From an optimization exercise on the open Yosys and OpenROAD flow, aimed at small area, a short achievable clock period and few clock cycles per item; shortcuts taken in it are not production practice.
Function was checked by simulation only, so behaviour that the tests miss may differ from the original.
Power and IR drop assume default switching activity.

==> design.v <==
`default_nettype none
package olst_pkg;
  localparam logic [1:0] KIND_PUSH = 2'd0;
  localparam logic [1:0] KIND_REM  = 2'd1;
  localparam logic [1:0] KIND_INS  = 2'd2;
  localparam logic [1:0] KIND_DUMP = 2'd3;
  localparam logic [2:0] STAT_DONE      = 3'd0;
  localparam logic [2:0] STAT_NOT_FOUND = 3'd1;
  localparam logic [2:0] STAT_FULL      = 3'd2;
  localparam logic [2:0] STAT_APPENDED  = 3'd3;
  localparam logic [2:0] STAT_EMPTY     = 3'd4;
endpackage
`default_nettype wire
`default_nettype none
module olst_cell (
  input  logic        clk_i,
  input  logic        rst_ni,
  input  logic        sel_left_i,
  input  logic        sel_right_i,
  input  logic        sel_item_i,
  input  logic        sel_hold_i,    
  input  logic        load_i,        
  input  logic [31:0] key_i,         
  input  logic [31:0] item_i,
  input  logic        item_hit_i,    
  input  logic [31:0] left_val_i,
  input  logic        left_vld_i,
  input  logic        left_hit_i,
  input  logic [31:0] right_val_i,
  input  logic        right_vld_i,
  input  logic        right_hit_i,
  output logic [31:0] val_o,
  output logic        vld_o,
  output logic        hsrc_o,        
  output logic        hit_o,         
  output logic        hit_next_o     
);
  logic [31:0] val_q;
  logic        vld_q, hit_q;
  always_ff @(posedge clk_i or negedge rst_ni) begin
    if (!rst_ni) begin
      vld_q <= 1'b0;
    end else if (sel_left_i) begin
      vld_q <= left_vld_i;
    end else if (sel_right_i) begin
      vld_q <= right_vld_i;
    end else if (sel_item_i) begin
      vld_q <= 1'b1;
    end
  end
  logic        s_l, s_r, s_i, s_h;
  logic [31:0] val_d;
  assign s_l   = sel_left_i;
  assign s_r   = sel_right_i;
  assign s_i   = sel_item_i;
  assign s_h   = sel_hold_i;
  assign val_d = ({32{s_l}} & left_val_i) | ({32{s_r}} & right_val_i) |
                 ({32{s_i}} & item_i)     | ({32{s_h}} & val_q);
  always_ff @(posedge clk_i) begin
    val_q <= val_d;
  end
  assign hit_next_o = (s_l & left_hit_i) | (s_r & right_hit_i) |
                      (s_i & item_hit_i) | (s_h & hsrc_o);
  always_ff @(posedge clk_i) begin
    hit_q <= hit_next_o;
  end
  assign val_o = val_q;
  assign vld_o = vld_q;
  assign hsrc_o = load_i ? (vld_q && (val_q == key_i)) : hit_q;
  assign hit_o = hit_q;
endmodule
`default_nettype wire
`default_nettype none
import olst_pkg::*;
module ordered_list_engine #(
  parameter int CAPACITY = 16
) (
  input  logic               clk_i,
  input  logic               rst_ni,
  input  logic               in_valid_i,
  output logic               in_stall_o,
  input  logic [1:0]         kind_i,
  input  logic signed [31:0] key_i,
  input  logic signed [31:0] item_i,
  output logic               out_valid_o,
  input  logic               out_stall_i,
  output logic signed [31:0] value_o,
  output logic [2:0]         status_o,
  output logic [4:0]         count_o,
  output logic               last_o
);
  localparam int N = 16;
  logic        req_v_q, stall_q, more_q;
  logic        load_q;         
  logic        push_q, rem_q, ins_q, dump_q, grow_q;    
  logic [31:0] item_q;
  logic [31:0] val [N];
  logic [N-1:0] vld, hsrc, hit, hit_next;
  logic [4:0]  cnt_q;
  logic [3:0]  idx_q;
  logic        out_v_q, skid_v_q;
  logic        out_nv_q;       
  logic [31:0] out_val_q;
  logic        skid_dump_q;    
  logic [2:0]  out_st_q, skid_st_q;
  logic [4:0]  out_cnt_q, skid_cnt_q;
  logic        out_last_q, skid_last_q;
  logic exec, is_push, is_rem, is_ins, is_dump, full, empty, any_hit;
  logic ins_go, rem_go, rot, take, load, in_acc, item_hit, to_out;
  logic [31:0] ibus;
  assign exec     = req_v_q && !skid_v_q;
  assign is_push  = push_q;
  assign is_rem   = rem_q;
  assign is_ins   = ins_q;
  assign is_dump  = dump_q;
  assign full     = vld[N-1];
  assign empty    = !vld[0];
  assign any_hit  = incl[N-1];
  assign ins_go   = exec && grow_q && !full;
  assign rem_go   = exec && is_rem;
  assign to_out   = out_nv_q || take;
  assign rot      = (exec && is_dump && !empty && to_out) ||
                    (skid_v_q && skid_dump_q && take);
  assign ibus     = (is_dump || skid_v_q) ? val[0] : item_q;
  assign in_stall_o = stall_q;
  assign load       = load_q;
  assign in_acc     = in_valid_i && load;
  assign take       = !out_nv_q && !out_stall_i;
  assign item_hit   = (is_dump || skid_v_q) ? hsrc[0] : (item_q == key_i);
  logic [N-1:0] p0, p1, p2, p3, incl;
  always_comb begin
    p0 = hit;
    for (int i = 0; i < N; i++) p1[i] = p0[i] | ((i % 2  >= 1) ? p0[(i/2)*2]     : 1'b0);
    for (int i = 0; i < N; i++) p2[i] = p1[i] | ((i % 4  >= 2) ? p1[(i/4)*4 + 1] : 1'b0);
    for (int i = 0; i < N; i++) p3[i] = p2[i] | ((i % 8  >= 4) ? p2[(i/8)*8 + 3] : 1'b0);
    for (int i = 0; i < N; i++) incl[i] = p3[i] | ((i % 16 >= 8) ? p3[7] : 1'b0);
  end
  logic [N-1:0] at_ins, nvld;
  assign at_ins = incl | ~vld | {N{is_push}};
  assign nvld   = {1'b0, vld[N-1:1]};
  for (genvar g = 0; g < N; g++) begin : g_cell
    logic [31:0] lval, rval;
    logic        lvld, rvld, lcmp, rcmp, s_left, s_right, s_item, s_hold;
    if (g == 0) begin : g_head
      assign lval   = ibus;
      assign lvld   = 1'b1;
      assign lcmp   = item_hit;
      assign s_left = 1'b0;
    end else begin : g_mid
      assign lval   = val[g-1];
      assign lvld   = vld[g-1];
      assign lcmp   = hsrc[g-1];
      assign s_left = ins_go && at_ins[g-1];
    end
    if (g == N - 1) begin : g_tail
      assign rval = '0;
      assign rvld = 1'b0;
      assign rcmp = 1'b0;
    end else begin : g_body
      assign rval = val[g+1];
      assign rvld = vld[g+1];
      assign rcmp = hsrc[g+1];
    end
    assign s_right = (rem_go && incl[g]) || (rot && nvld[g]);
    assign s_hold  = !((ins_go && at_ins[g]) || (rem_go && incl[g]) || (rot && vld[g]));
    assign s_item  = (ins_go && at_ins[g] && !s_left) || (rot && vld[g] && !nvld[g]);
    olst_cell u_cell (
      .clk_i       (clk_i),
      .rst_ni      (rst_ni),
      .sel_left_i  (s_left),
      .sel_right_i (s_right),
      .sel_item_i  (s_item),
      .sel_hold_i  (s_hold),
      .load_i      (load),
      .key_i       (key_i),
      .item_i      (ibus),
      .item_hit_i  (item_hit),
      .left_val_i  (lval),
      .left_vld_i  (lvld),
      .left_hit_i  (lcmp),
      .right_val_i (rval),
      .right_vld_i (rvld),
      .right_hit_i (rcmp),
      .val_o       (val[g]),
      .vld_o       (vld[g]),
      .hsrc_o      (hsrc[g]),
      .hit_o       (hit[g]),
      .hit_next_o  (hit_next[g])
    );
  end
  logic [31:0] res_val;
  logic [2:0]  res_st;
  logic [4:0]  cnt_d;
  logic        res_last;
  always_comb begin
    res_val  = '0;
    res_st   = STAT_DONE;
    res_last = 1'b1;
    cnt_d    = cnt_q;
    if (grow_q) begin
      if (full) res_st = STAT_FULL;
      else begin
        cnt_d = cnt_q + 5'd1;
        if (ins_q && !any_hit) res_st = STAT_APPENDED;
      end
    end else if (rem_q) begin
      if (any_hit) cnt_d  = cnt_q - 5'd1;
      else         res_st = STAT_NOT_FOUND;
    end else begin
      if (empty) res_st = STAT_EMPTY;
      else begin
        res_val  = val[0];
        res_last = !more_q;
      end
    end
  end
  logic req_v_d, more_d, skid_v_d, cnt_ge2;
  assign cnt_ge2 = (exec ? cnt_d : cnt_q) >= 5'd2;
  always_comb begin
    req_v_d  = in_acc || !load_q;
    more_d   = more_q;
    if (load) begin
      more_d = (kind_i == KIND_DUMP) && cnt_ge2;
    end else if (exec && is_dump) begin
      more_d = ((idx_q + 5'd2) != cnt_q);
    end
    skid_v_d = skid_v_q;
    if (exec && !to_out)          skid_v_d = 1'b1;
    else if (take)                skid_v_d = 1'b0;
  end
  always_ff @(posedge clk_i or negedge rst_ni) begin
    if (!rst_ni) begin
      req_v_q  <= 1'b0;
      stall_q  <= 1'b0;
      load_q   <= 1'b1;
      out_nv_q <= 1'b1;
      more_q   <= 1'b0;
      cnt_q    <= '0;
      idx_q    <= '0;
      out_v_q  <= 1'b0;
      skid_v_q <= 1'b0;
    end else begin
      req_v_q  <= req_v_d;
      more_q   <= more_d;
      skid_v_q <= skid_v_d;
      stall_q  <= req_v_d && (skid_v_d || more_d);
      load_q   <= !(req_v_d && (skid_v_d || more_d));
      if (exec) begin
        cnt_q <= cnt_d;
        if (is_dump) idx_q <= more_q ? idx_q + 4'd1 : 4'd0;
      end
      if (exec || take) begin
        out_v_q  <= exec || skid_v_q;
        out_nv_q <= !(exec || skid_v_q);
      end
    end
  end
  always_ff @(posedge clk_i) begin
    if (load) begin
      push_q <= (kind_i == KIND_PUSH);
      rem_q  <= (kind_i == KIND_REM);
      ins_q  <= (kind_i == KIND_INS);
      dump_q <= (kind_i == KIND_DUMP);
      grow_q <= (kind_i == KIND_PUSH) || (kind_i == KIND_INS);
      item_q <= item_i;
    end
    if (exec) begin
      if (to_out) begin
        out_val_q  <= res_val;
        out_st_q   <= res_st;
        out_cnt_q  <= cnt_d;
        out_last_q <= res_last;
      end else begin
        skid_dump_q <= is_dump && !empty;
        skid_st_q   <= res_st;
        skid_cnt_q  <= cnt_d;
        skid_last_q <= res_last;
      end
    end else if (take) begin
      out_val_q  <= skid_dump_q ? val[0] : 32'd0;
      out_st_q   <= skid_st_q;
      out_cnt_q  <= skid_cnt_q;
      out_last_q <= skid_last_q;
    end
  end
  assign out_valid_o = out_v_q;
  assign value_o     = out_val_q;
  assign status_o    = out_st_q;
  assign count_o     = out_cnt_q;
  assign last_o      = out_last_q;
endmodule
`default_nettype wire
==> flow/run.sh <==
#!/bin/bash
# The standard layout, with the port buffers made of plain buffers and the
# resizer free to change a cell's footprint (the platform default keeps each
# cell in its footprint, so the port buffers stay slow delay cells), and a
# clock tree without dummy loads.
set -euo pipefail
bash standard.sh MATCH_CELL_FOOTPRINT=0 \
  "BUFFER_PORTS_ARGS=-buffer_cell sky130_fd_sc_hd__buf_2" \
  "CTS_ARGS=-sink_clustering_enable -repair_clock_nets -dont_use_dummy_load" \
  finish > make.log 2>&1
==> standard.sh <==
#!/bin/bash
# synth_recipe.tcl (not shown) runs the flow's synth.tcl, then flattens the netlist and writes it again
# the make line also repeats each setting of config.mk as NAME=value (left out here)
make -C /OpenROAD-flow-scripts/flow DESIGN_CONFIG=/design/flow/config.mk WORK_HOME=/design/flow/orfs CLKGATE_MAP_FILE= SYNTH_SCRIPT=/design/flow/synth_recipe.tcl "${@:-finish}"
==> config.mk <==
export PLATFORM = sky130hd
export DESIGN_NAME = ordered_list_engine
export DESIGN_NICKNAME = ordered_list_engine
export VERILOG_FILES = /design/flow/design.v
export SDC_FILE = /design/flow/constraint.sdc
export NUM_CORES = 4
export LEC_CHECK = 0
export CAP_MARGIN = 20
export CORE_MARGIN = 2
export CORE_UTILIZATION = 50
export SETUP_SLACK_MARGIN = 3.3
export SLEW_MARGIN = 20
==> constraint.sdc <==
create_clock -name core_clock -period 6.0 [get_ports {clk_i}]
set_input_delay 1.2000 -clock core_clock [delete_from_list [all_inputs] [get_ports {clk_i}]]
set_output_delay 1.2000 -clock core_clock [all_outputs]
set_load 0.01 [all_outputs]
==> results of run 1 <==
==> power groups by stage <==
| stage | Sequential [mW] | Clock (mW) | Combinational (mW) |
|---|---|---|---|
| 2_1_floorplan | 7.49 | 0 | 4.93 |
| 3_3_place_gp | 8.14 | 0 | 7.04 |
| 3_5_place_dp | 8.20 | 0 | 7.23 |
| 4_1_cts | 8.12 | 3.83 | 7.85 |
| 5_1_grt | 8.40 | 3.99 | 9.24 |
| 6_report | 8.27 | 3.84 | 8.84 |
==> cells in the mapped netlist (all sizes together), types with 3 or more instances <==
cell     count
nor4        94
o2111ai      6
nor2b       40
mux2         4
o21a         6
nand2b      10
ha           4
mux2i       32
a32oi        4
dfrtp       30
o211ai       7
or4          6
nor2        86
xor2       352
a21boi       4
buf         31
o31ai        4
nand2       92
o21ai      513
a211oi       7
a221oi      12
nand4       72
a21oi       32
o2bb2ai      3
a221o       33
a22oi       47
a22o         3
o22a         4
nor3        31
a222oi     448
nand3       27
edfxtp      88
clkbuf     310
o22ai        4
a31oi       15
nor3b        5
inv         19
dfxtp      528
o221ai       4
xnor2      203
and3         5
a21o        11
==> worst max-delay path, stage by stage, from the launching register on <==
cell and delay [ns]:
dfxtp_1 0.37, or4_4 0.60, or4_4 0.53, o2111ai_4 0.24, a21oi_1 0.11, xor2_1 0.18
o41a_1 0.45, o21a_1 0.21
==> per-stage QoR <==
stage / instances / setup WS, ns / cell area [µm²] / total power [mW] / utilization
floorplan: 3265 / 3.19 / 32300 / 12.4 / -
global placement: 3972 / 1.89 / 33300 / 15.2 / 0.528
detailed placement: 3975 / 1.90 / 33400 / 15.4 / 0.529
CTS: 4105 / 3.23 / 36600 / 19.8 / 0.579
global route: 4192 / 3.09 / 38600 / 21.6 / 0.612
finish: 4193 / 3.19 / 38700 / 21.0 / 0.612
==> layout make-up <==
class                      count  area [µm²]  area share
sequential                   648       14000       0.363
antenna                        1        2.50   0.0000647
clock buffer                  73        1830      0.0473
multi-input combinational   2272       18200       0.470
timing repair buffer         334        3490      0.0904
inverter                      19        71.3     0.00185
tap                          846        1060      0.0274
==> layer usage <==
layer	track usage	part of all wire
met5	0	0
met4	0.292	0.11
met3	0.0550	0.093
met2	0.607	0.45
met1	0.467	0.35
==> flip-flops by register name, indices dropped and copies added, names as in the netlist, 3 cells and up <==
name,cells
g_cell.u_cell.val_q,512
item_q,32
out_val_q,32
g_cell.u_cell.hit_q,16
g_cell.u_cell.vld_q,16
cnt_q,5
out_cnt_q,5
skid_cnt_q,5
idx_q,4
out_st_q,3
skid_st_q,3
==> repair_timing <==
item / CTS / global route
resized for setup: 211 / 277
cloned: 13 / 36
setup endpoints to repair: 513 / 443
pin swaps: 46 / 80
hold endpoints to repair: 0 / 0
buffers inserted: 44 / 50
==> cell families after synthesis <==
family,count (synthesis),share of synthesized area
buffers and inverters,360,0.0435
and+or+nand+nor,481,0.0805
AOI/OAI and AO/OA,1181,0.274
adders and majority gates,4,0.00156
muxes,36,0.0114
DFF,648,0.437
xor gates and xnor gates,555,0.152
==> worst paths after layout <==
kind	to
min in group asynchronous	g_cell[0].u_cell.vld_q
max in group asynchronous	g_cell[15].u_cell.vld_q
min	out_cnt_q[1]
max reg2reg	stall_q
min reg2reg	out_cnt_q[1]
max	stall_q
==> results.ini, run 1 <==
[power]
pwr-share-comb=0.422
clock_power_share=0.183
leakage_nw=14.0
irDropWorstVdd_mv=0.234
internal-power_mw=11.8
p_seq_frac=0.395
switching_share=0.438
p_sw_mw=9.17
powerDensity_nw_per_um2=542

[timing]
slew_viol_final=0
finClkSkew_ns=0.0462
finalHoldViolations=0
setup_viol=0
fin_tns_setup_ns=0
finalCritPeriodShare=0.468
worstMarginPinSlew_ns=0.986
finalCriticalPeriod_ns=2.81
whs_ns=0.518
relSlewSlack=0.343
rsz0062_at_grt=true
fmax_mhz=356

[global_route]
grt_pass1_vias=28179
grt_max_degree=42
antenna_found_initial=1
grt_usage=0.381
grt_pass1_wl_mm=192
grt-ovfl-total=0

[logic_synthesis]
yosys.area.top_type_share=0.330
synth_area_um2=32000
synth.ff_latch_count=648
async_flop_share=0.0494
yosysSeqAreaShare=0.437
yosysWarnings=3
ys.flop_type=dfxtp_1
avgSynthCellArea_um2=9.81
synth-edff-count=88
synth_cell_types=76
syn_inst=3265
synth_fp_nets=3339
synth_area_leaders=dfxtp_1, a222oi_1, xor2_1, edfxtp_1, o21ai_0
synth_largest_area_cell=dfxtp_1

[drt]
drc_errors=0
wire_per_inst_um=34.0
drt_iter0_drc=5920
viasPerCell=7.44
detail_route.first_pass.iterations=11
antenna_left=0
dr_total_vias=31204
wl_mm=143

[cells_and_area]
layout-drive-gt1-share=0.184
final_common_cell=dfxtp_1
syn_to_final_growth_pct=20.6
nFillCells=5177
nNetsFinal=3422
most-common-layout-cells=dfxtp_1, a222oi_1, o21ai_0

[floorplanning]
rows=92
die_w_um=257
pin_count=113
dieArea_um2=66100
core_um2=63200
start_util=0.507
chipHeight_um=257

[place]
io_buffers=112
gp_congestion=0.977
dpl.hpwl_mm=93.7

[min_path]
worstHoldPathCells=2
min_from=skid_cnt_q[1]
hold_class=register to register

[critical_path]
cp.arrival_ns=3.30
critPathRequiredTime_ns=6.50
timing.rr.start=g_cell[10].u_cell.hit_q
reg2reg_depth=7
reg2reg_slack_ns=3.19
worstSetupPathType=register to register
critPathMaxFanout=5
cp-end-kind=register
critPathLaunch=g_cell[10].u_cell.hit_q
start_kind=register

[clock_network]
cts_sinks=648
numCtsBuffers=73
htreeDepth=3
tritoncts=built
clk_pin_slew_worst_paths_ns=0.06
root_buffer=clkbuf_16
clk_latency_ns=0.63
max-clock-path-buffers=3
cts_hold_buf=0

[status]
status=finished clean

[job]
max_cap_viol_count=0

Testbench counts, summed over its fixed seeds: cycles 6,003, items 3,072.
==> run 2: changes to the inputs <==
--- a/config.mk
+++ b/config.mk
@@ -7,6 +7,6 @@
 export LEC_CHECK = 0
 export CAP_MARGIN = 20
 export CORE_MARGIN = 2
-export CORE_UTILIZATION = 50
+export CORE_UTILIZATION = 45
 export SETUP_SLACK_MARGIN = 3.3
 export SLEW_MARGIN = 20
==> run 2 against run 1 <==
Highest routed layer unchanged. Combinational power about the same. Critical path depth increased by 1. Area after synthesis unchanged. Global-route usage decreased by 4.2 points. Utilization decreased by 6.3 points. Critical path type is now input port to register. Fmax increased by 1.1%. Clock power increased by 1%. Sequential share of layout area increased by 0.063 points.
==> results.ini, run 2 <==
[floorplanning]
pin_count=113
dieArea_um2=73400
core_um2=70300
rows=97
start_util=0.456
die_w_um=271
chipHeight_um=271

[critical_path]
reg2reg_depth=7
cp-end-kind=register
critPathRequiredTime_ns=6.52
start_kind=input port
cp.arrival_ns=3.30
critPathMaxFanout=17
worstSetupPathType=input port to register

[logic_synthesis]
yosysSeqAreaShare=0.437
async_flop_share=0.0494
synth_area_leaders=dfxtp_1, a222oi_1, xor2_1, edfxtp_1, o21ai_0
synth_area_um2=32000
synth-edff-count=88
syn_inst=3265
yosys.area.top_type_share=0.330
avgSynthCellArea_um2=9.81
yosysWarnings=3
synth_largest_area_cell=dfxtp_1
synth.ff_latch_count=648
yosysMostFrequentCell=dfxtp_1
synth_cell_types=76
ys.flop_type=dfxtp_1
synth_fp_nets=3339
synthTopCellsByCount=dfxtp_1, o21ai_0, a222oi_1

[drt]
wl_mm=136
drt_iter0_drc=5976
detail_route.first_pass.iterations=11
dr_total_vias=30563
drc_errors=0
antenna_left=0
viasPerCell=7.14
wire_per_inst_um=31.8

[place]
dp_slack_ns=1.78
io_buffers=112
gp_congestion=1.04
dpl.hpwl_mm=92.7
dp.cells=4066

[min_path]
worstHoldPathCells=2
hold_class=register to register

[cells_and_area]
nFillCells=6013
syn_to_final_growth_pct=20.4
nNetsFinal=3416
most-common-layout-cells=dfxtp_1, a222oi_1, o21ai_0
reg_top3=g_cell.u_cell.val_q (512), item_q (32), out_val_q (32)
final_common_cell=dfxtp_1
instances_no_fill=4281
largest_reg_flops=512
max_flop_register=g_cell.u_cell.val_q
layout-drive-gt1-share=0.182

[timing]
fmax_mhz=360
slew_viol_final=0
finClkSkew_ns=0.0442
finalCritPeriodShare=0.463
worstMarginPinSlew_ns=0.951
finalCriticalPeriod_ns=2.78
layout_setup_ws_ns=3.22
rsz0062_at_grt=true
setup_viol=0
finalHoldViolations=0
relSlewSlack=0.366
fin_tns_setup_ns=0

[clock_network]
cts_hold_buf=0
tritoncts=built
clk_latency_ns=0.63
cts_sinks=648
max-clock-path-buffers=3
numCtsBuffers=74
clk_pin_slew_worst_paths_ns=0.06
root_buffer=clkbuf_16
htreeDepth=3

[global_route]
grt_max_degree=42
grt_pass1_wl_mm=191
grt_usage=0.340
antenna_found_initial=1
grt-ovfl-total=0
grt_pass1_vias=27944

[job]
max_cap_viol_count=0

[power]
leakage_nw=14.0
powerDensity_nw_per_um2=543
total_power_mw=20.9
irDropWorstVdd_mv=0.269

[status]
status=finished clean

==> run 2: cell counts after synthesis <==
Identical to the previous run, type by type.
==> run 2: timing repair <==
action | CTS | global route
setup endpoints to repair | 551 | 447
gates resized for setup | 231 | 222
buffers inserted | 65 | 37
cloned | 17 | 21
pin swaps | 39 | 78
==> run 2: worst paths after layout <==
check	from	end	slack, ns
setup / recovery	key_i[18]	g_cell[10].u_cell.hit_q	3.22
hold / removal	skid_cnt_q[1]	out_cnt_q[1]	0.51
setup reg to reg	g_cell[3].u_cell.hit_q	g_cell[8].u_cell.val_q[7]	3.24
hold reg to reg	skid_cnt_q[1]	out_cnt_q[1]	0.51
max in group asynchronous	rst_ni	g_cell[15].u_cell.vld_q	4.72
min in group asynchronous	rst_ni	g_cell[2].u_cell.vld_q	0.68
==> run 2: where the power goes <==
| group | total (mW) | internal, mW | switching [mW] |
|---|---|---|---|
| clock network | 3.88 | 2.16 | 1.73 |
| registers | 8.24 | 6.08 | 2.16 |
| logic | 8.81 | 3.62 | 5.19 |
| total | 20.9 | 11.9 | 9.08 |
==> run 2: per-layer routing <==
metal | part of all wire | wire [µm] | vias to the layer above | track usage
met5 | 0 | 0 | - | 0
met3 | 0.086 | 11700 | 472 | 0.0439
met4 | 0.093 | 12700 | 0 | 0.248
li1 | - | - | 13085 | -
met1 | 0.37 | 50900 | 14964 | 0.430
met2 | 0.45 | 60900 | 2042 | 0.533
==> run 2: logic make-up (layout without fill, tap and decap cells) <==
| kind of cell | Yosys count | in the layout | share of synthesized area |
|---|---|---|---|
| AND/OR/NAND/NOR | 481 | 487 | 0.0805 |
| buffers and inverters | 360 | 422 | 0.0435 |
| XOR/XNOR | 555 | 555 | 0.152 |
| flip-flops | 648 | 648 | 0.437 |
| AO/OA/AOI/OAI | 1181 | 1188 | 0.274 |
| other | 0 | 1 | 0 |
| adder cells (fa/ha/maj) | 4 | 4 | 0.00156 |
| multiplexers | 36 | 36 | 0.0114 |
==> run 2: metrics by stage <==
stage / cell area (µm²) / utilization / hold slack [ns]
6_report: 38600 / 0.549 / 0.509
5_1_grt: 38600 / 0.549 / 0.532
4_1_cts: 37200 / 0.529 / 0.505
3_5_place_dp: 33500 / 0.477 / 0.499
3_3_place_gp: 33500 / 0.476 / 0.499
2_1_floorplan: 32300 / - / 0.476
==> run 2: area by class of cell <==
type                       instances  area, µm²  area share
antenna                            1       2.50   0.0000649
inverter                          19       75.1     0.00195
multi-input combinational       2270      18200       0.471
timing repair buffer             329       3250      0.0843
tap                              940       1180      0.0305
sequential                       648      14000       0.364
clock buffer                      74       1850      0.0480
==> run 2: critical path: stages <==
cell and delay, ns:
clkbuf_4 0.36, xor2_1 0.23, nor4_2 0.42, nand4_1 0.13, or4_4 0.50, o22ai_2 0.20, a22oi_1 0.13, o221ai_1 0.09
==> run 3: changes to the inputs <==
--- a/design.v
+++ b/design.v
@@ -96,6 +96,7 @@
   logic [31:0] item_q;
   logic [31:0] val [N];
   logic [N-1:0] vld, hsrc, hit, hit_next;
+  logic [N-1:0] incl;            
   logic [4:0]  cnt_q;
   logic [3:0]  idx_q;
   logic        out_v_q, skid_v_q;
@@ -127,7 +128,7 @@
   assign in_acc     = in_valid_i && load;
   assign take       = !out_nv_q && !out_stall_i;
   assign item_hit   = (is_dump || skid_v_q) ? hsrc[0] : (item_q == key_i);
-  logic [N-1:0] p0, p1, p2, p3, incl;
+  logic [N-1:0] p0, p1, p2, p3;
   always_comb begin
     p0 = hit;
     for (int i = 0; i < N; i++) p1[i] = p0[i] | ((i % 2  >= 1) ? p0[(i/2)*2]     : 1'b0);
@@ -192,6 +193,9 @@
   logic [2:0]  res_st;
   logic [4:0]  cnt_d;
   logic        res_last;
+  logic [4:0]  cnt_inc, cnt_dec;
+  assign cnt_inc = cnt_q + 5'd1;
+  assign cnt_dec = cnt_q - 5'd1;
   always_comb begin
     res_val  = '0;
     res_st   = STAT_DONE;
@@ -200,11 +204,11 @@
     if (grow_q) begin
       if (full) res_st = STAT_FULL;
       else begin
-        cnt_d = cnt_q + 5'd1;
+        cnt_d = cnt_inc;
         if (ins_q && !any_hit) res_st = STAT_APPENDED;
       end
     end else if (rem_q) begin
-      if (any_hit) cnt_d  = cnt_q - 5'd1;
+      if (any_hit) cnt_d  = cnt_dec;
       else         res_st = STAT_NOT_FOUND;
     end else begin
       if (empty) res_st = STAT_EMPTY;
@@ -214,8 +218,12 @@
       end
     end
   end
-  logic req_v_d, more_d, skid_v_d, cnt_ge2;
-  assign cnt_ge2 = (exec ? cnt_d : cnt_q) >= 5'd2;
+  logic req_v_d, more_d, skid_v_d, cnt_ge2, ge1, ge2, ge3;
+  assign ge1 = (cnt_q >= 5'd1);
+  assign ge2 = (cnt_q >= 5'd2);
+  assign ge3 = (cnt_q >= 5'd3);
+  assign cnt_ge2 = (exec && rem_q)  ? (any_hit ? ge3 : ge2) :
+                   (exec && grow_q) ? ge1 : ge2;
   always_comb begin
     req_v_d  = in_acc || !load_q;
     more_d   = more_q;
--- a/config.mk
+++ b/config.mk
@@ -7,6 +7,6 @@
 export LEC_CHECK = 0
 export CAP_MARGIN = 20
 export CORE_MARGIN = 2
-export CORE_UTILIZATION = 45
+export CORE_UTILIZATION = 50
 export SETUP_SLACK_MARGIN = 3.3
 export SLEW_MARGIN = 20
==> run 3 against run 2 <==
Still clean. Final cell count fell by 1.5%. Critical path depth is the same. Clock skew fell by 0.022 ns. Largest power group is now registers. Worst hold slack better by 0.012 ns. Die area down 7.3%. Sequential power down 1%. Clock-buffer cell count rose by 1. Critical endpoint is now g_cell[11].u_cell.hit_q.
==> results.ini, run 3 <==
[cells_and_area]
layout-drive-gt1-share=0.134
nFillCells=5751
final_common_cell=dfxtp_1
regArea_um2=14000
max_flop_register=g_cell.u_cell.val_q
syn_to_final_growth_pct=12.1
final_util=0.564
multi_input_area_um2=18000
reg_top3=g_cell.u_cell.val_q (512), item_q (32), out_val_q (32)
most-common-layout-cells=dfxtp_1, xor2_1, o21ai_0
largest_reg_flops=512
nNetsFinal=3430
n_antenna_cell=0
instances_no_fill=4216

[clock_network]
tritoncts=built
cts_sinks=648
numCtsBuffers=75
clk_pin_slew_worst_paths_ns=0.06
clk_latency_ns=0.62
root_buffer=clkbuf_16
htreeDepth=3
max-clock-path-buffers=3
cts_hold_buf=0

[place]
gp_congestion=1.03
dp.cells=4110
io_buffers=112
dpl.hpwl_mm=103

[drt]
viasPerCell=7.25
drt_iter0_drc=5635
drc_errors=0
detail_route.first_pass.iterations=12
wire_per_inst_um=33.0
dr_total_vias=30579
wl_mm=139
antenna_left=0

[logic_synthesis]
synth_area_um2=33000
yosysMostFrequentCell=dfxtp_1
ys.flop_type=dfxtp_1
syn_inst=3379
yosys.area.top_type_share=0.321
avgSynthCellArea_um2=9.76
synth_area_leaders=dfxtp_1, xor2_1, a222oi_1, edfxtp_1, o21ai_0
synth-edff-count=88
synth.ff_latch_count=648
yosysSeqAreaShare=0.425
synth_fp_nets=3455
synth_largest_area_cell=dfxtp_1
synthTopCellsByCount=dfxtp_1, xor2_1, o21ai_0
yosysWarnings=3
async_flop_share=0.0494
synth_cell_types=80

[global_route]
grt_usage=0.396
grt_pass1_vias=28703
antenna_found_initial=0
grt_pass1_wl_mm=201
grt-ovfl-total=0
grt_max_degree=43

[status]
status=finished clean

[floorplanning]
start_util=0.503
core_um2=65500
pin_count=113
dieArea_um2=68000
chipHeight_um=261
rows=94
die_w_um=261

[power]
powerDensity_nw_per_um2=542
irDropWorstVdd_mv=0.299
leakage_nw=13.6

[timing]
setup_viol=0
finalCriticalPeriod_ns=2.82
finClkSkew_ns=0.0221
rsz0062_at_grt=true
fin_tns_setup_ns=0
fmax_mhz=355
worstMarginPinSlew_ns=1.10
slew_viol_final=0
finalHoldViolations=0
whs_ns=0.520
relSlewSlack=0.258
finalCritPeriodShare=0.469

[critical_path]
start_kind=input port
cp-end-kind=register
critPathRequiredTime_ns=6.53
critPathMaxFanout=12
worstSetupPathType=input port to register
cp.arrival_ns=3.34

[job]
max_cap_viol_count=0

[min_path]
hold_class=register to register

[run 3: cell types whose count changed in the layout (fill, tap and decap cells not counted), moves of 15 or more]
cell / previous run / this run
buf_4: 135 / 103
o211ai_1: 6 / 68
a222oi_1: 448 / 386
clkbuf_16: 92 / 77
o21ai_1: 97 / 82
nor4_1: 61 / 111
nand4_1: 72 / 44
nand2_1: 79 / 129
buf_12: 35 / 13
buf_6: 35 / 10
xnor2_1: 189 / 67
xor2_1: 351 / 481
a22oi_1: 45 / 100
[run 3: power by group]
part	switching [mW]	leakage [nW]	internal, mW
Sequential	2.14	5.55	6.02
Clock	1.73	0.924	2.19
Combinational	5.05	7.10	2.90
Total	8.92	13.6	11.1
[run 3: final timing paths]
check / startpoint / endpoint / slack, ns / depth (start not counted)
max: key_i[17] / g_cell[11].u_cell.hit_q / 3.18 / 8
max reg2reg: g_cell[0].u_cell.hit_q / g_cell[13].u_cell.val_q[15] / 3.35 / 10
min: out_v_q / out_v_q / 0.52 / 2
min in group asynchronous: rst_ni / g_cell[14].u_cell.vld_q / 0.68 / 1
max in group asynchronous: rst_ni / g_cell[0].u_cell.vld_q / 4.71 / 1
min reg2reg: out_v_q / out_v_q / 0.52 / 2
[run 3: critical path, stage by stage]
cell and delay [ns]:
buf_2 0.19, buf_6 0.20, xnor2_1 0.44, nand4_1 0.30, nor4_1 0.37, and4_1 0.38
a22oi_1 0.13, o2111ai_1 0.12
[run 3: layout make-up]
cell class | instances | area share
Multi-Input combinational cell | 2369 | 0.488
Clock buffer | 75 | 0.0508
Sequential cell | 648 | 0.380
Timing Repair Buffer | 236 | 0.0503
Tap cell | 864 | 0.0292
Inverter | 24 | 0.00244
[run 3: logic make-up (layout without fill, tap and decap cells)]
kind of cell	count (synthesis)	after routing	share of synthesized area
multiplexers	40	40	0.0124
AO/OA/AOI/OAI	1201	1203	0.273
flip-flops	648	648	0.425
buffers and inverters	365	335	0.0482
XOR/XNOR	555	555	0.147
adder cells (fa/ha/maj)	6	6	0.00228
AND/OR/NAND/NOR	564	565	0.0917
[run 3: metrics by stage]
stage	power [mW]	area [µm²]	worst slack (ns)
6_report	20.0	37000	3.18
3_5_place_dp	15.6	34000	2.01
3_3_place_gp	15.4	34000	2.00
5_1_grt	20.8	37000	3.29
4_1_cts	19.6	36600	3.27
2_1_floorplan	12.4	33100	3.28
[run 3: timing repair]
item	4_1_cts	5_1_grt
cloned	3	2
buffers inserted	19	6
pin swaps	4	5
hold endpoints to repair	0	0
setup endpoints to repair	537	353
gates resized for setup	104	74
[run 3: routing by layer]
metal,share of wire,vias to the layer above,track usage
li1,-,13213,-
met4,0.095,0,0.315
met2,0.45,1918,0.631
met3,0.081,411,0.0530
met5,0,-,0
met1,0.37,15037,0.482
Testbench counts of run 3, summed over its fixed seeds: cycles 6,003, items 3,072.
==> run 4: changes to the inputs <==
--- a/config.mk
+++ b/config.mk
@@ -7,6 +7,6 @@
 export LEC_CHECK = 0
 export CAP_MARGIN = 20
 export CORE_MARGIN = 2
-export CORE_UTILIZATION = 50
+export CORE_UTILIZATION = 45
 export SETUP_SLACK_MARGIN = 3.3
 export SLEW_MARGIN = 20
==> run 4 against run 3 <==
Via count up 0.53%. Sequential power about the same. Global-route usage down 5.9 points. First-iteration DRC count down 4.6%. Critical path depth unchanged. Power down 1.0%. Sequential share of layout area down 0.34 points. Largest cell class unchanged. Largest power group unchanged. Highest routed layer unchanged.
==> results.ini, run 4 <==
[cells_and_area]
nFillCells=6619
n_antenna_cell=0
largest_reg_flops=512
most-common-layout-cells=dfxtp_1, xor2_1, o21ai_0
layout-drive-gt1-share=0.142
reg_top3=g_cell.u_cell.val_q (512), item_q (32), out_val_q (32)
multi_input_area_um2=18200
instances_no_fill=4335
syn_to_final_growth_pct=13.1
final_common_cell=dfxtp_1
regArea_um2=14000
final_area_um2=37300
max_flop_register=g_cell.u_cell.val_q
nNetsFinal=3454

[logic_synthesis]
yosys.area.top_type_share=0.321
synth-edff-count=88
synthSimpleGateAreaFrac=0.0917
async_flop_share=0.0494
synth_xor_area_frac=0.147
avgSynthCellArea_um2=9.76
synth_top_family_by_area=compound AO/OA/AOI/OAI gates
synth_compound_area_frac=0.273
synth_fp_nets=3455
synth_area_leaders=dfxtp_1, xor2_1, a222oi_1, edfxtp_1, o21ai_0
yosysSeqAreaShare=0.425
syn_inst=3379
yosys-mux-area-fraction=0.0124
synthTopCellsByCount=dfxtp_1, xor2_1, o21ai_0
synth_largest_area_cell=dfxtp_1
ys.flop_type=dfxtp_1
yosysMostFrequentCell=dfxtp_1
yosysWarnings=3
synth_cell_types=80
synth.ff_latch_count=648
synthAdderAreaFrac=0.00228
synth_area_um2=33000

[timing]
worstMarginPinSlew_ns=1.16
finClkSkew_ns=0.0594
finalCriticalPeriod_ns=2.76
fin_tns_setup_ns=0
whs_ns=0.519
setup_viol=0
finalCritPeriodShare=0.461
relSlewSlack=0.222
rsz0062_at_grt=true
finalHoldViolations=0
slew_viol_final=0
fmax_mhz=362

[global_route]
grt_usage=0.337
grt-ovfl-total=0
antenna_found_initial=0
grt_max_degree=48
grt_pass1_vias=28956
grt_pass1_wl_mm=192

[critical_path]
worstSetupPathType=input port to register
critPathLaunch=key_i[17]
cp.arrival_ns=3.28
reg2reg_depth=8
reg2reg_slack_ns=3.37
critPathRequiredTime_ns=6.51
cp-end-kind=register
timing.rr.start=g_cell[6].u_cell.hit_q
start_kind=input port
critPathMaxFanout=10
worstReg2RegEnd=g_cell[15].u_cell.val_q[11]

[drt]
detail_route.first_pass.iterations=10
drc_errors=0
dr_total_vias=30742
viasPerCell=7.09
antenna_left=0
wl_mm=132
wire_per_inst_um=30.5
drt_iter0_drc=5374

[status]
status=finished clean

[place]
io_buffers=112
dpl.hpwl_mm=96.7
gp_congestion=1.04
dp.cells=4203
placed_area_um2=34200

[min_path]
min_from=skid_cnt_q[1]
worstHoldPathCells=2
hold_class=register to register
min_to=out_cnt_q[1]

[job]
max_cap_viol_count=0

[floorplanning]
dieArea_um2=75500
start_util=0.454
chipHeight_um=275
die_w_um=275
rows=99
pin_count=113
core_um2=72700

[clock_network]
clk_latency_ns=0.64
numCtsBuffers=73
clk_pin_slew_worst_paths_ns=0.06
htreeDepth=3
tritoncts=built
cts_sinks=648
max-clock-path-buffers=3
root_buffer=clkbuf_16
cts_hold_buf=0

[power]
powerDensity_nw_per_um2=532
irDropWorstVdd_mv=0.300
leakage_nw=13.7

[run 4: cell counts after synthesis]
No cell type changed its count.
[run 4: worst max-delay path: stages]
cell and delay (ns):
buf_2 0.32, buf_4 0.30, xor2_1 0.10, nor4_1 0.47
nand4_1 0.19, nor4_2 0.37, o21ai_0 0.17, o2111ai_1 0.13
[run 4: area by class of cell]
cell class,count,share of cell area
well taps,959,0.0322
multi-input cells,2374,0.487
inverters,24,0.00252
repair inverters,1,0.000201
flip-flops and latches,648,0.376
repair buffers,256,0.0526
clock buffers,73,0.0490
[run 4: layer usage]
layer / routed length [µm] / share of wire / vias up / GRT usage
li1: - / - / 13264 / -
met1: 51500 / 0.39 / 15102 / 0.421
met2: 58600 / 0.44 / 1958 / 0.529
met3: 11100 / 0.084 / 418 / 0.0492
met4: 11100 / 0.084 / 0 / 0.249
met5: 0 / 0 / - / 0
[run 4: worst max path at each step]
stage,cells after the start,to
floorplan,8,g_cell[15].u_cell.val_q[2]
global placement,8,g_cell[14].u_cell.val_q[29]
detailed placement,6,g_cell[10].u_cell.val_q[25]
CTS,8,g_cell[9].u_cell.hit_q
global route,7,g_cell[4].u_cell.hit_q
finish,8,g_cell[13].u_cell.hit_q
[run 4: what timing repair did]
action                                  in CTS  in global routing
cloned                                       8                  2
endpoints found under the setup margin     518                435
gates resized for setup                    101                 67
endpoints found under the hold margin        0                  0
pin swaps                                   15                  6
buffers inserted                            43                  6
[run 4: where the power goes]
part	internal [mW]	switching [mW]	leakage, nW
sequential	6.02	2.10	5.55
clock	2.13	1.70	0.900
combinational	3.00	4.88	7.23
total	11.2	8.68	13.7
[run 4: cells by family (layout without fill, tap and decap cells)]
logic type / Yosys count / after routing
buffers and inverters: 365 / 354
and+or+nand+nor: 564 / 566
DFF: 648 / 648
xor gates and xnor gates: 555 / 555
muxes: 40 / 40
AOI/OAI and AO/OA: 1201 / 1207
adders and majority gates: 6 / 6
[run 4: metrics by stage]
| step | power [mW] | utilization | setup slack, ns |
|---|---|---|---|
| 6_report | 19.8 | 0.513 | 3.24 |
| 5_1_grt | 20.6 | 0.513 | 3.26 |
| 4_1_cts | 19.4 | 0.508 | 3.28 |
| 3_5_place_dp | 15.3 | 0.470 | 1.80 |
| 3_3_place_gp | 14.9 | 0.469 | 1.98 |
| 2_1_floorplan | 12.4 | - | 3.28 |
==> run 5: changes to the inputs <==
--- a/config.mk
+++ b/config.mk
@@ -7,6 +7,6 @@
 export LEC_CHECK = 0
 export CAP_MARGIN = 20
 export CORE_MARGIN = 2
-export CORE_UTILIZATION = 45
+export CORE_UTILIZATION = 55
 export SETUP_SLACK_MARGIN = 3.3
 export SLEW_MARGIN = 20
==> run 5 against run 4 <==
Area after synthesis stayed put. Power hardly changed. Fmax is 1.2% lower. Worst hold slack worse by 0.0026 ns. Sequential power hardly changed. Non-clock buffer count is 4 lower. First-iteration DRC count is 5.8% lower. Synthesized cell count stayed put. Final area is 0.89% lower. Clock-buffer cell count is 1 lower. Largest cell class unchanged. Highest routed layer unchanged.
==> results.ini, run 5 <==
[drt]
detail_route.first_pass.iterations=11
dr_total_vias=30676
wire_per_inst_um=32.0
wl_mm=133
viasPerCell=7.40
antenna_left=0
drt_iter0_drc=5061
drc_errors=0

[power]
clock_power_share=0.192
powerDensity_nw_per_um2=537
pwr-share-comb=0.399
leakage_nw=13.6
internal-power_mw=11.1
p_sw_mw=8.75
p_seq_frac=0.410
switching_share=0.441
irDropWorstVdd_mv=0.329

[clock_network]
clk_pin_slew_worst_paths_ns=0.06
clk_latency_ns=0.62
root_buffer=clkbuf_16
numCtsBuffers=72
max-clock-path-buffers=3
tritoncts=built
htreeDepth=3
cts_hold_buf=0
cts_sinks=648

[logic_synthesis]
synth.ff_latch_count=648
syn_inst=3379
synthTopCellsByCount=dfxtp_1, xor2_1, o21ai_0
yosys.area.top_type_share=0.321
synth_area_leaders=dfxtp_1, xor2_1, a222oi_1, edfxtp_1, o21ai_0
synth_fp_nets=3455
yosysMostFrequentCell=dfxtp_1
yosysSeqAreaShare=0.425
synth_cell_types=80
synth-edff-count=88
async_flop_share=0.0494
avgSynthCellArea_um2=9.76
synth_area_um2=33000
synth_largest_area_cell=dfxtp_1
yosysWarnings=3
ys.flop_type=dfxtp_1

[timing]
finClkSkew_ns=0.0368
rsz0062_at_grt=true
fin_tns_setup_ns=0
relSlewSlack=0.271
fmax_mhz=357
worstMarginPinSlew_ns=1.09
setup_viol=0
finalHoldViolations=0
finalCriticalPeriod_ns=2.80
slew_viol_final=0
finalCritPeriodShare=0.466

[critical_path]
max_stage_delay_ns=0.59
cp-end-kind=register
start_kind=input port
path_cells=clkbuf_4, xor2_1, nor3_1, nand3_1, nor3_1, a21oi_1, o221ai_1
timing.rr.start=push_q
critPathLaunch=key_i[26]
cp.arrival_ns=3.32
critPathRequiredTime_ns=6.53
cp_slowest_cell=nor3_1
cpMostUsedCell=nor3_1
worstSetupPathType=input port to register
critPathMaxFanout=17

[floorplanning]
rows=89
dieArea_um2=61900
pin_count=113
chipHeight_um=249
core_um2=59100
start_util=0.558
die_w_um=249

[global_route]
grt_pass1_vias=28661
grt_pass1_wl_mm=194
grt-ovfl-total=0
grt_usage=0.410
grt_max_degree=45
antenna_found_initial=0

[job]
max_cap_viol_count=0

[cells_and_area]
reg_top3=g_cell.u_cell.val_q (512), item_q (32), out_val_q (32)
syn_to_final_growth_pct=12.1
final_common_cell=dfxtp_1
n_antenna_cell=0
most-common-layout-cells=dfxtp_1, xor2_1, o21ai_0
largest_reg_flops=512
max_flop_register=g_cell.u_cell.val_q
nNetsFinal=3448
final_util=0.625
layout-drive-gt1-share=0.141

[status]
status=finished clean

[place]
gp_congestion=1.03
io_buffers=112
dpl.hpwl_mm=96.2

[min_path]
min_from=skid_st_q[0]
hold_class=register to register

## run 5: layout make-up
class	count	area [µm²]
repair buffers	252	1890
multi-input cells	2373	18200
fillers	4944	22200
repair inverters	1	7.51
flip-flops and latches	648	14000
inverters	24	93.8
well taps	773	967
clock buffers	72	1800
## run 5: worst max-delay path: cells and delay by family
family | cells | cell delay (ns)
and+or+nand+nor | 3 | 1.31
buffers and inverters | 1 | 0.27
AOI/OAI and AO/OA | 2 | 0.28
xor gates and xnor gates | 1 | 0.23
## run 5: per-layer routing
| metal | wire length [µm] | global-route usage | vias to the layer above | part of all wire |
|---|---|---|---|---|
| met5 | 0 | 0 | - | 0 |
| met4 | 13100 | 0.342 | 0 | 0.098 |
| met3 | 11100 | 0.0602 | 438 | 0.084 |
| met2 | 58800 | 0.639 | 1951 | 0.44 |
| met1 | 49700 | 0.505 | 15041 | 0.37 |
| li1 | - | - | 13246 | - |
## run 5: final timing paths
path                            slack [ns]                 endpoint  depth (start not counted)
worst max-delay path                  3.20  g_cell[15].u_cell.hit_q                          7
worst min-delay path                  0.52              out_st_q[0]                          2
worst max register to register        3.33  g_cell[11].u_cell.hit_q                          9
worst min register to register        0.52              out_st_q[0]                          2
max in group asynchronous             4.73                  req_v_q                          1
min in group asynchronous             0.68                 cnt_q[1]                          1
## run 5: through the flow
stage                     total power, mW  setup WS (ns)  instances  instance area (µm²)  hold slack [ns]
after floorplan                      12.4           3.28       3379                33100            0.476
after global placement               15.0           2.06       4011                33800            0.498
after detailed placement             15.3           1.97       4013                33900            0.507
after CTS                            19.3           3.24       4119                36400            0.520
after global routing                 20.6           3.24       4143                37000            0.547
final                                19.8           3.20       4143                37000            0.517
## run 5: power groups by stage
stage	Clock, mW	Combinational (mW)	Sequential [mW]
2_1_floorplan	0	5.01	7.36
3_3_place_gp	0	7.01	8.02
3_5_place_dp	0	7.21	8.09
4_1_cts	3.82	7.44	8.00
5_1_grt	3.98	8.35	8.26
6_report	3.80	7.91	8.13
## run 5: timing repair
action,4_1_cts,5_1_grt
setup buffers,27,22
resized for setup,98,71
cloned,7,2
setup endpoints to repair,547,455
pin swaps,7,5
hold endpoints to repair,0,0
## run 5: cell families after synthesis
family / after synthesis / share of synthesized area
compound gates: 1201 / 0.273
flops: 648 / 0.425
simple gates: 564 / 0.0917
xor+xnor: 555 / 0.147
buf+inv: 365 / 0.0482
mux: 40 / 0.0124
fa+ha+maj: 6 / 0.00228
==> run 6: changes to the inputs <==
--- a/config.mk
+++ b/config.mk
@@ -7,6 +7,6 @@
 export LEC_CHECK = 0
 export CAP_MARGIN = 20
 export CORE_MARGIN = 2
-export CORE_UTILIZATION = 55
-export SETUP_SLACK_MARGIN = 3.3
+export CORE_UTILIZATION = 50
+export SETUP_SLACK_MARGIN = 3.45
 export SLEW_MARGIN = 20
==> run 6 against run 5 <==
Final area is 2.7% higher. Setup slack gained 0.22 ns. Power is 2.0% higher. Worst hold slack lost 0.0023 ns. Area after synthesis did not move. Largest cell class unchanged. Critical path type unchanged.
==> results.ini, run 6 <==
[cells_and_area]
reg_top3=g_cell.u_cell.val_q (512), item_q (32), out_val_q (32)
regArea_um2=14000
syn_to_final_growth_pct=15.1
max_flop_register=g_cell.u_cell.val_q
final_util=0.579
nNetsFinal=3483
multi_input_area_um2=18500
nFillCells=5589
n_antenna_cell=0
final_common_cell=dfxtp_1
most-common-layout-cells=dfxtp_1, xor2_1, a222oi_1
layout-drive-gt1-share=0.159
largest_reg_flops=512

[logic_synthesis]
synth_compound_area_frac=0.273
avgSynthCellArea_um2=9.76
syn_inst=3379
ys.flop_type=dfxtp_1
synth-edff-count=88
synth_largest_area_cell=dfxtp_1
yosysWarnings=3
yosys-mux-area-fraction=0.0124
synthSimpleGateAreaFrac=0.0917
yosysMostFrequentCell=dfxtp_1
synth_fp_nets=3455
async_flop_share=0.0494
synth_top_family_by_area=compound AO/OA/AOI/OAI gates
synth_area_um2=33000
synth_cell_types=80
synthAdderAreaFrac=0.00228
synth.ff_latch_count=648
synthTopCellsByCount=dfxtp_1, xor2_1, o21ai_0
yosysSeqAreaShare=0.425
yosys.area.top_type_share=0.321
synth_xor_area_frac=0.147
synth_area_leaders=dfxtp_1, xor2_1, a222oi_1, edfxtp_1, o21ai_0

[timing]
whs_ns=0.514
finClkSkew_ns=0.0363
finalHoldViolations=0
fmax_mhz=388
worstMarginPinSlew_ns=1.02
finalCritPeriodShare=0.429
fin_tns_setup_ns=0
finalCriticalPeriod_ns=2.58
slew_viol_final=0
rsz0062_at_grt=true
layout_setup_ws_ns=3.42
setup_viol=0
relSlewSlack=0.319

[global_route]
grt_pass1_wl_mm=193
grt_pass1_vias=28743
grt-ovfl-total=0
grt_usage=0.375
antenna_found_initial=1
grt_max_degree=42

[clock_network]
root_buffer=clkbuf_16
cts_hold_buf=0
max-clock-path-buffers=3
clk_pin_slew_worst_paths_ns=0.06
tritoncts=built
htreeDepth=3
cts_sinks=648
numCtsBuffers=74
clk_latency_ns=0.63

[drt]
antenna_left=0
met2_length_mm=59.7
drt-met1-wl_mm=50.2
dr_wl_met3_mm=11.2
detail_route.first_pass.iterations=11
wl_mm=134
top_layer_used=met5
drt_iter0_drc=5814
wire_per_inst_um=31.3
drc_errors=0
dr_total_vias=30797
viasPerCell=7.21

[power]
powerDensity_nw_per_um2=533
leakage_nw=14.0
total_power_mw=20.2
irDropWorstVdd_mv=0.230

[place]
io_buffers=112
gp_congestion=1.01
dpl.hpwl_mm=94.9
dp_slack_ns=2.06

[floorplanning]
core_um2=65500
chipHeight_um=261
rows=94
dieArea_um2=68000
start_util=0.503
die_w_um=261
pin_count=113

[critical_path]
critPathMaxFanout=17
worstSetupPathType=input port to register
start_kind=input port
max_stage_delay_ns=0.32
critPathRequiredTime_ns=6.52
path_cells=buf_4, xor2_1, nor4_2, nand4_1, nor4_4, nor3_2, buf_4, o2111ai_1
cp-end-kind=register
cp_slowest_cell=buf_4
cpMostUsedCell=buf_4
cp.arrival_ns=3.09

[job]
max_cap_viol_count=0

[min_path]
hold_class=register to register

[status]
status=finished clean

run 6: what timing repair did:
action / CTS / global route
buffers inserted: 49 / 34
setup endpoints to repair: 586 / 462
pin swaps: 19 / 36
resized for setup: 155 / 126
gates cloned: 8 / 4
run 6: worst paths after layout:
check / startpoint / endpoint / slack [ns] / cells past startpoint
hold reg to reg: skid_st_q[0] / out_st_q[0] / 0.51 / 2
max in group asynchronous: rst_ni / g_cell[15].u_cell.vld_q / 4.71 / 1
setup / recovery: key_i[24] / g_cell[4].u_cell.hit_q / 3.42 / 8
setup reg to reg: g_cell[2].u_cell.hit_q / g_cell[13].u_cell.vld_q / 3.46 / 8
hold / removal: skid_st_q[0] / out_st_q[0] / 0.51 / 2
min in group asynchronous: rst_ni / out_v_q / 0.68 / 1
run 6: final cells by class:
class	count	share of cell area
Sequential cell	648	0.370
Tap cell	864	0.0285
Inverter	24	0.00247
Timing Repair Buffer	283	0.0633
Clock buffer	74	0.0488
Multi-Input combinational cell	2375	0.487
Timing Repair inverter	1	0.000198
run 6: stage by stage:
| stage | cells | area, µm² |
|---|---|---|
| finish | 4269 | 37900 |
| global route | 4269 | 37900 |
| CTS | 4231 | 37100 |
| detailed placement | 4100 | 34100 |
| global placement | 4094 | 34000 |
| floorplan | 3379 | 33500 |
run 6: critical path: cells and delay by family:
kind,cells,cell delay [ns]
XOR/XNOR,1,0.21
AO/OA/AOI/OAI,1,0.21
AND/OR/NAND/NOR,4,0.90
buffers and inverters,2,0.53
run 6: report_power, final:
group / internal (mW) / switching, mW
Combinational: 3.20 / 5.05
Sequential: 6.02 / 2.08
Clock: 2.16 / 1.72
run 6: layer usage:
layer | up-vias | global-route usage
li1 | 13294 | -
met3 | 462 | 0.0508
met5 | - | 0
met2 | 2006 | 0.591
met4 | 2 | 0.286
met1 | 15033 | 0.467
run 6: cells by family (layout without fill, tap and decap cells):
logic type,after synthesis,in the layout
muxes,40,40
adders and majority gates,6,6
AOI/OAI and AO/OA,1201,1207
xor gates and xnor gates,555,555
and+or+nand+nor,564,567
buffers and inverters,365,382
DFF,648,648
==> run 7: changes to the inputs <==
--- a/config.mk
+++ b/config.mk
@@ -8,5 +8,5 @@
 export CAP_MARGIN = 20
 export CORE_MARGIN = 2
 export CORE_UTILIZATION = 50
-export SETUP_SLACK_MARGIN = 3.45
+export SETUP_SLACK_MARGIN = 3.6
 export SLEW_MARGIN = 20
==> run 7 against run 6 <==
First-iteration DRC count is 11% higher. Final area is 6.3% higher. Utilization is 3.7 points higher. Clock skew is 0.012 ns higher. Register-to-register slack hardly changed. Routed wire length is 17% higher. Clock-buffer cell count is 1 higher.
==> results.ini, run 7 <==
[status]
status=finished clean

[floorplanning]
rows=94
core_um2=65500
chipHeight_um=261
die_w_um=261
dieArea_um2=68000
pin_count=113
start_util=0.503

[place]
dp.cells=4110
placed_area_um2=34200
gp_congestion=0.993
io_buffers=112
dpl.hpwl_mm=102

[logic_synthesis]
synthTopCellsByCount=dfxtp_1, xor2_1, o21ai_0
synth_fp_nets=3455
async_flop_share=0.0494
synth.ff_latch_count=648
yosysMostFrequentCell=dfxtp_1
synth_area_um2=33000
synth-edff-count=88
ys.flop_type=dfxtp_1
synth_cell_types=80
yosysSeqAreaShare=0.425
avgSynthCellArea_um2=9.76
yosysWarnings=3
synth_largest_area_cell=dfxtp_1
syn_inst=3379
yosys.area.top_type_share=0.321
synth_area_leaders=dfxtp_1, xor2_1, a222oi_1, edfxtp_1, o21ai_0

[drt]
wire_per_inst_um=35.7
detail_route.first_pass.iterations=11
dr_total_vias=32257
wl_mm=157
drc_errors=0
drt_iter0_drc=6458
antenna_left=0
viasPerCell=7.35

[cells_and_area]
layout-drive-gt1-share=0.199
most-common-layout-cells=dfxtp_1, xor2_1, a222oi_1
final_area_um2=40300
n_antenna_cell=0
nNetsFinal=3600
nFillCells=5404
largest_reg_flops=512
final_common_cell=dfxtp_1
max_flop_register=g_cell.u_cell.val_q
final_util=0.616
syn_to_final_growth_pct=22.3
reg_top3=g_cell.u_cell.val_q (512), item_q (32), out_val_q (32)
instances_no_fill=4386

[critical_path]
cp-end-kind=register
cp_slowest_cell=xor2_1
worstSetupPathType=input port to register
cp_num_buf_inv=1
cp_top_family=XOR/XNOR gates
cp.arrival_ns=3.12
critPathRequiredTime_ns=6.50
path_cells=buf_6, xor2_1, nor4_1, nand3_1, o32ai_4, nand2_1, o2111ai_1
start_kind=input port
critPathMaxFanout=17
max_stage_delay_ns=0.87

[timing]
fmax_mhz=382
finalCriticalPeriod_ns=2.62
rsz0062_at_grt=true
relSlewSlack=0.280
worstMarginPinSlew_ns=1.08
finalHoldViolations=0
finalCritPeriodShare=0.437
fin_tns_setup_ns=0
slew_viol_final=0
finClkSkew_ns=0.0486
setup_viol=0

[global_route]
grt_usage=0.417
grt-ovfl-total=0
grt_pass1_vias=29401
antenna_found_initial=1
grt_max_degree=42
grt_pass1_wl_mm=209

[power]
p_sw_mw=9.90
switching_share=0.450
irDropWorstVdd_mv=0.293
clock_power_share=0.179
internal-power_mw=12.1
powerDensity_nw_per_um2=546
p_seq_frac=0.372
leakage_nw=15.0
pwr-share-comb=0.449

[clock_network]
htreeDepth=3
cts_hold_buf=0
numCtsBuffers=75
tritoncts=built
clk_pin_slew_worst_paths_ns=0.05
clk_latency_ns=0.65
cts_sinks=648
root_buffer=clkbuf_16
max-clock-path-buffers=3

[min_path]
hold_class=register to register

[job]
max_cap_viol_count=0

run 7: cell counts after synthesis:
Identical to the previous run, type by type.
run 7: kinds of logic (layout without fill, tap and decap cells):
logic type | after synthesis | count (layout) | synth area share
flops | 648 | 648 | 0.425
buf+inv | 365 | 493 | 0.0482
mux | 40 | 40 | 0.0124
fa+ha+maj | 6 | 6 | 0.00228
compound gates | 1201 | 1208 | 0.273
xor+xnor | 555 | 555 | 0.147
simple gates | 564 | 572 | 0.0917
run 7: repair_timing:
action	CTS	global route
endpoints found under the setup margin	555	447
gates resized for setup	276	191
buffers inserted	64	85
pin swaps	38	111
cloned	16	36
run 7: metrics by stage:
| step | setup WS (ns) | total power, mW | hold WS [ns] |
|---|---|---|---|
| floorplan | 3.37 | 12.9 | 0.476 |
| global placement | 2.13 | 15.6 | 0.503 |
| detailed placement | 2.08 | 15.8 | 0.521 |
| CTS | 3.50 | 20.3 | 0.526 |
| global route | 3.40 | 22.6 | 0.551 |
| finish | 3.38 | 22.0 | 0.532 |
run 7: area by class of cell:
type	count	area, µm²	area share
inverter	24	90.1	0.00223
sequential	648	14000	0.348
tap	864	1080	0.0268
multi-input combinational	2381	19000	0.471
clock buffer	75	1880	0.0465
timing repair buffer	394	4250	0.105
run 7: path summary, 6_finish.rpt:
path | startpoint | end | slack (ns) | cells after the start
setup / recovery | key_i[3] | g_cell[12].u_cell.hit_q | 3.38 | 7
hold / removal | idx_q[2] | idx_q[2] | 0.53 | 1
min in group asynchronous | rst_ni | g_cell[14].u_cell.vld_q | 0.65 | 1
hold reg to reg | idx_q[2] | idx_q[2] | 0.53 | 1
setup reg to reg | g_cell[10].u_cell.hit_q | g_cell[13].u_cell.val_q[10] | 3.45 | 9
max in group asynchronous | rst_ni | g_cell[0].u_cell.vld_q | 4.71 | 1
run 7: power groups by stage:
stage	clock [mW]	combinational (mW)	sequential, mW
global route	4.11	10.2	8.31
floorplan	0	5.55	7.36
finish	3.94	9.88	8.19
global placement	0	7.49	8.09
CTS	3.93	8.25	8.07
detailed placement	0	7.67	8.16
run 7: worst register-to-register path: cells and delay by family, from the launching register on:
family,cells,cell delay (ns)
AND/OR/NAND/NOR,2,0.88
flip-flops,1,0.40
AO/OA/AOI/OAI,4,0.54
buffers and inverters,3,0.64
run 7: metal layers:
metal | GRT usage | part of all wire
met1 | 0.493 | 0.34
met5 | 0 | 0.000083
met2 | 0.659 | 0.45
met4 | 0.361 | 0.12
met3 | 0.0694 | 0.092
==> run 8: changes to the inputs <==
--- a/config.mk
+++ b/config.mk
@@ -7,6 +7,6 @@
 export LEC_CHECK = 0
 export CAP_MARGIN = 20
 export CORE_MARGIN = 2
-export CORE_UTILIZATION = 50
-export SETUP_SLACK_MARGIN = 3.6
+export CORE_UTILIZATION = 45
+export SETUP_SLACK_MARGIN = 3.55
 export SLEW_MARGIN = 20
==> run 8 against run 7 <==
Register-to-register slack improved by 0.04 ns. Still clean. Via count is 1.5% lower. Largest cell class unchanged. Sequential cell count is the same. Die area increased by 11%. Largest power group unchanged. Area after synthesis is the same. Sequential power shrank 0.9%.
==> results.ini, run 8 <==
[critical_path]
worstSetupPathType=input port to register
cp.arrival_ns=3.04
reg2reg_depth=9
start_kind=input port
critPathRequiredTime_ns=6.51
cp-end-kind=register
reg2reg_slack_ns=3.49
timing.rr.start=skid_v_q
worstReg2RegEnd=g_cell[6].u_cell.val_q[8]
critPathMaxFanout=10

[floorplanning]
rows=99
chipHeight_um=275
pin_count=113
dieArea_um2=75500
core_um2=72700
die_w_um=275
start_util=0.454

[drt]
viasPerCell=7.17
drt_iter0_drc=6041
detail_route.first_pass.iterations=13
antenna_left=0
drc_errors=0
wl_mm=144
wire_per_inst_um=32.4
dr_total_vias=31781

[timing]
finalHoldViolations=0
relSlewSlack=0.374
setup_viol=0
finClkSkew_ns=0.0616
finalCritPeriodShare=0.422
slew_viol_final=0
rsz0062_at_grt=true
finalCriticalPeriod_ns=2.53
fin_tns_setup_ns=0
worstMarginPinSlew_ns=0.931
fmax_mhz=395

[clock_network]
cts_sinks=648
clk_latency_ns=0.64
cts_hold_buf=0
tritoncts=built
root_buffer=clkbuf_16
htreeDepth=3
max-clock-path-buffers=3
clk_pin_slew_worst_paths_ns=0.05
numCtsBuffers=77

[power]
powerDensity_nw_per_um2=537
total_power_mw=21.2
leakage_nw=14.6
irDropWorstVdd_mv=0.368

[logic_synthesis]
synthTopCellsByCount=dfxtp_1, xor2_1, o21ai_0
yosysMostFrequentCell=dfxtp_1
yosys.area.top_type_share=0.321
synth_largest_area_cell=dfxtp_1
yosysSeqAreaShare=0.425
synth_area_leaders=dfxtp_1, xor2_1, a222oi_1, edfxtp_1, o21ai_0
synth.ff_latch_count=648
async_flop_share=0.0494
synth_area_um2=33000
synth_fp_nets=3455
synth_cell_types=80
synth-edff-count=88
avgSynthCellArea_um2=9.76
yosysWarnings=3
syn_inst=3379
ys.flop_type=dfxtp_1

[place]
gp_congestion=1.03
io_buffers=112
placed_area_um2=34300
dp.cells=4196
dpl.hpwl_mm=97.3

[status]
status=finished clean

[min_path]
min_from=skid_st_q[1]
worstHoldPathCells=2
min_to=out_st_q[1]
hold_class=register to register

[cells_and_area]
layout-drive-gt1-share=0.179
largest_reg_flops=512
final_common_cell=dfxtp_1
final_util=0.543
n_antenna_cell=0
reg_top3=g_cell.u_cell.val_q (512), item_q (32), out_val_q (32)
syn_to_final_growth_pct=19.7
final_area_um2=39500
most-common-layout-cells=dfxtp_1, xor2_1, a222oi_1
instances_no_fill=4431
max_flop_register=g_cell.u_cell.val_q
nNetsFinal=3550

[global_route]
grt_pass1_wl_mm=202
grt_pass1_vias=29437
grtUsageMet1=0.433
grt_most_used_layer=met2
antenna_found_initial=0
use_met3=0.0468
met2_usage=0.571
grt_max_degree=42
grt-ovfl-total=0
grt_usage=0.356

[job]
max_cap_viol_count=0

## run 8: cell counts after synthesis
Identical to the previous run, type by type.
## run 8: cell type report
type	instances	area, µm²
Fill cell	6326	33200
Multi-Input combinational cell	2384	18700
Sequential cell	648	14000
Timing Repair Buffer	338	3470
Clock buffer	77	1930
Tap cell	959	1200
Inverter	24	93.8
Timing Repair inverter	1	7.51
## run 8: worst max-delay path by stage
stage               startpoint                     endpoint  slack [ns]  cells past startpoint
CTS                     push_q   g_cell[10].u_cell.val_q[9]        3.50                     12
finish               key_i[23]      g_cell[15].u_cell.hit_q        3.47                      8
floorplan            key_i[17]      g_cell[11].u_cell.hit_q        3.37                      8
global route          skid_v_q   g_cell[6].u_cell.val_q[17]        3.38                      9
global placement        push_q  g_cell[12].u_cell.val_q[26]        2.02                      7
detailed placement      push_q  g_cell[10].u_cell.val_q[31]        2.02                      7
## run 8: logic make-up (layout without fill, tap and decap cells)
kind of cell,count (synthesis),in the layout,synth area share
mux,40,40,0.0124
flops,648,648,0.425
simple gates,564,576,0.0917
buf+inv,365,440,0.0482
fa+ha+maj,6,6,0.00228
xor+xnor,555,555,0.147
compound gates,1201,1207,0.273
## run 8: critical path, cell delays in order
cell,delay (ns)
buf_4,0.26
buf_6,0.23
xor2_1,0.19
nor3_2,0.35
nand3_1,0.22
nor3_4,0.29
a21oi_1,0.08
o221ai_1,0.20
## run 8: stage by stage
step                hold WS [ns]  worst slack [ns]
global placement           0.503              2.02
detailed placement         0.509              2.02
global route               0.505              3.38
CTS                        0.466              3.50
floorplan                  0.476              3.37
finish                     0.472              3.47
## run 8: per-layer routing
layer,part of all wire,wire length (µm)
met1,0.36,52000
met2,0.45,65100
met3,0.085,12200
met4,0.10,14300
met5,0,0
## run 8: what timing repair did
action / 4_1_cts / 5_1_grt
gates resized for setup: 244 / 166
buffers inserted: 72 / 42
cloned: 23 / 21
setup endpoints to repair: 556 / 536
hold endpoints to repair: 0 / 0
pin swaps: 33 / 114
## run 8: power by group
| group | internal [mW] | switching, mW | total (mW) |
|---|---|---|---|
| combinational | 3.64 | 5.45 | 9.09 |
| sequential | 6.02 | 2.10 | 8.12 |
| clock | 2.24 | 1.77 | 4.01 |
| total | 11.9 | 9.31 | 21.2 |

[what the ideal ports hide]
Ports are ideal in the flow. The routed layouts listed here were re-timed in OpenROAD. Step 1, drivers: a clkbuf_16 drives clk_i and a buf_2 each remaining input, both assumed. Step 2 moves the port delays by t, midway between the first and last clock arrival at a register: inputs arrive t later, outputs are due t later. That takes back most of the time a late clock gives input paths. a / b / c = no drivers / after step 1 / after step 2; a / b = the first two.
| run | shift t [ns] | setup slack, ns | clock arrival spread, ns | worst slew at a driven data input, ns |
|---|---|---|---|---|
| run 1 | 0.675 | 3.194 / 3.194 / 2.615 | 0.047 / 0.048 | 0.10 |
| run 2 | 0.666 | 3.224 / 3.240 / 2.586 | 0.049 / 0.048 | 0.08 |
| run 3 | 0.666 | 3.184 / 3.207 / 2.541 | 0.026 / 0.026 | 0.06 |
| run 4 | 0.673 | 3.237 / 3.241 / 2.568 | 0.060 / 0.060 | 0.07 |
| run 5 | 0.665 | 3.202 / 3.240 / 2.575 | 0.037 / 0.037 | 0.05 |
| run 6 | 0.672 | 3.423 / 3.461 / 2.789 | 0.039 / 0.040 | 0.08 |
| run 7 | 0.686 | 3.379 / 3.395 / 2.709 | 0.057 / 0.057 | 0.07 |
| run 8 | 0.667 | 3.466 / 3.492 / 2.825 | 0.062 / 0.062 | 0.10 |
After both steps setup and hold are still met in every run listed. For run 7, which loses most, drivers alone change the setup slack by +0.016 ns; drivers and shift together by -0.670 ns.
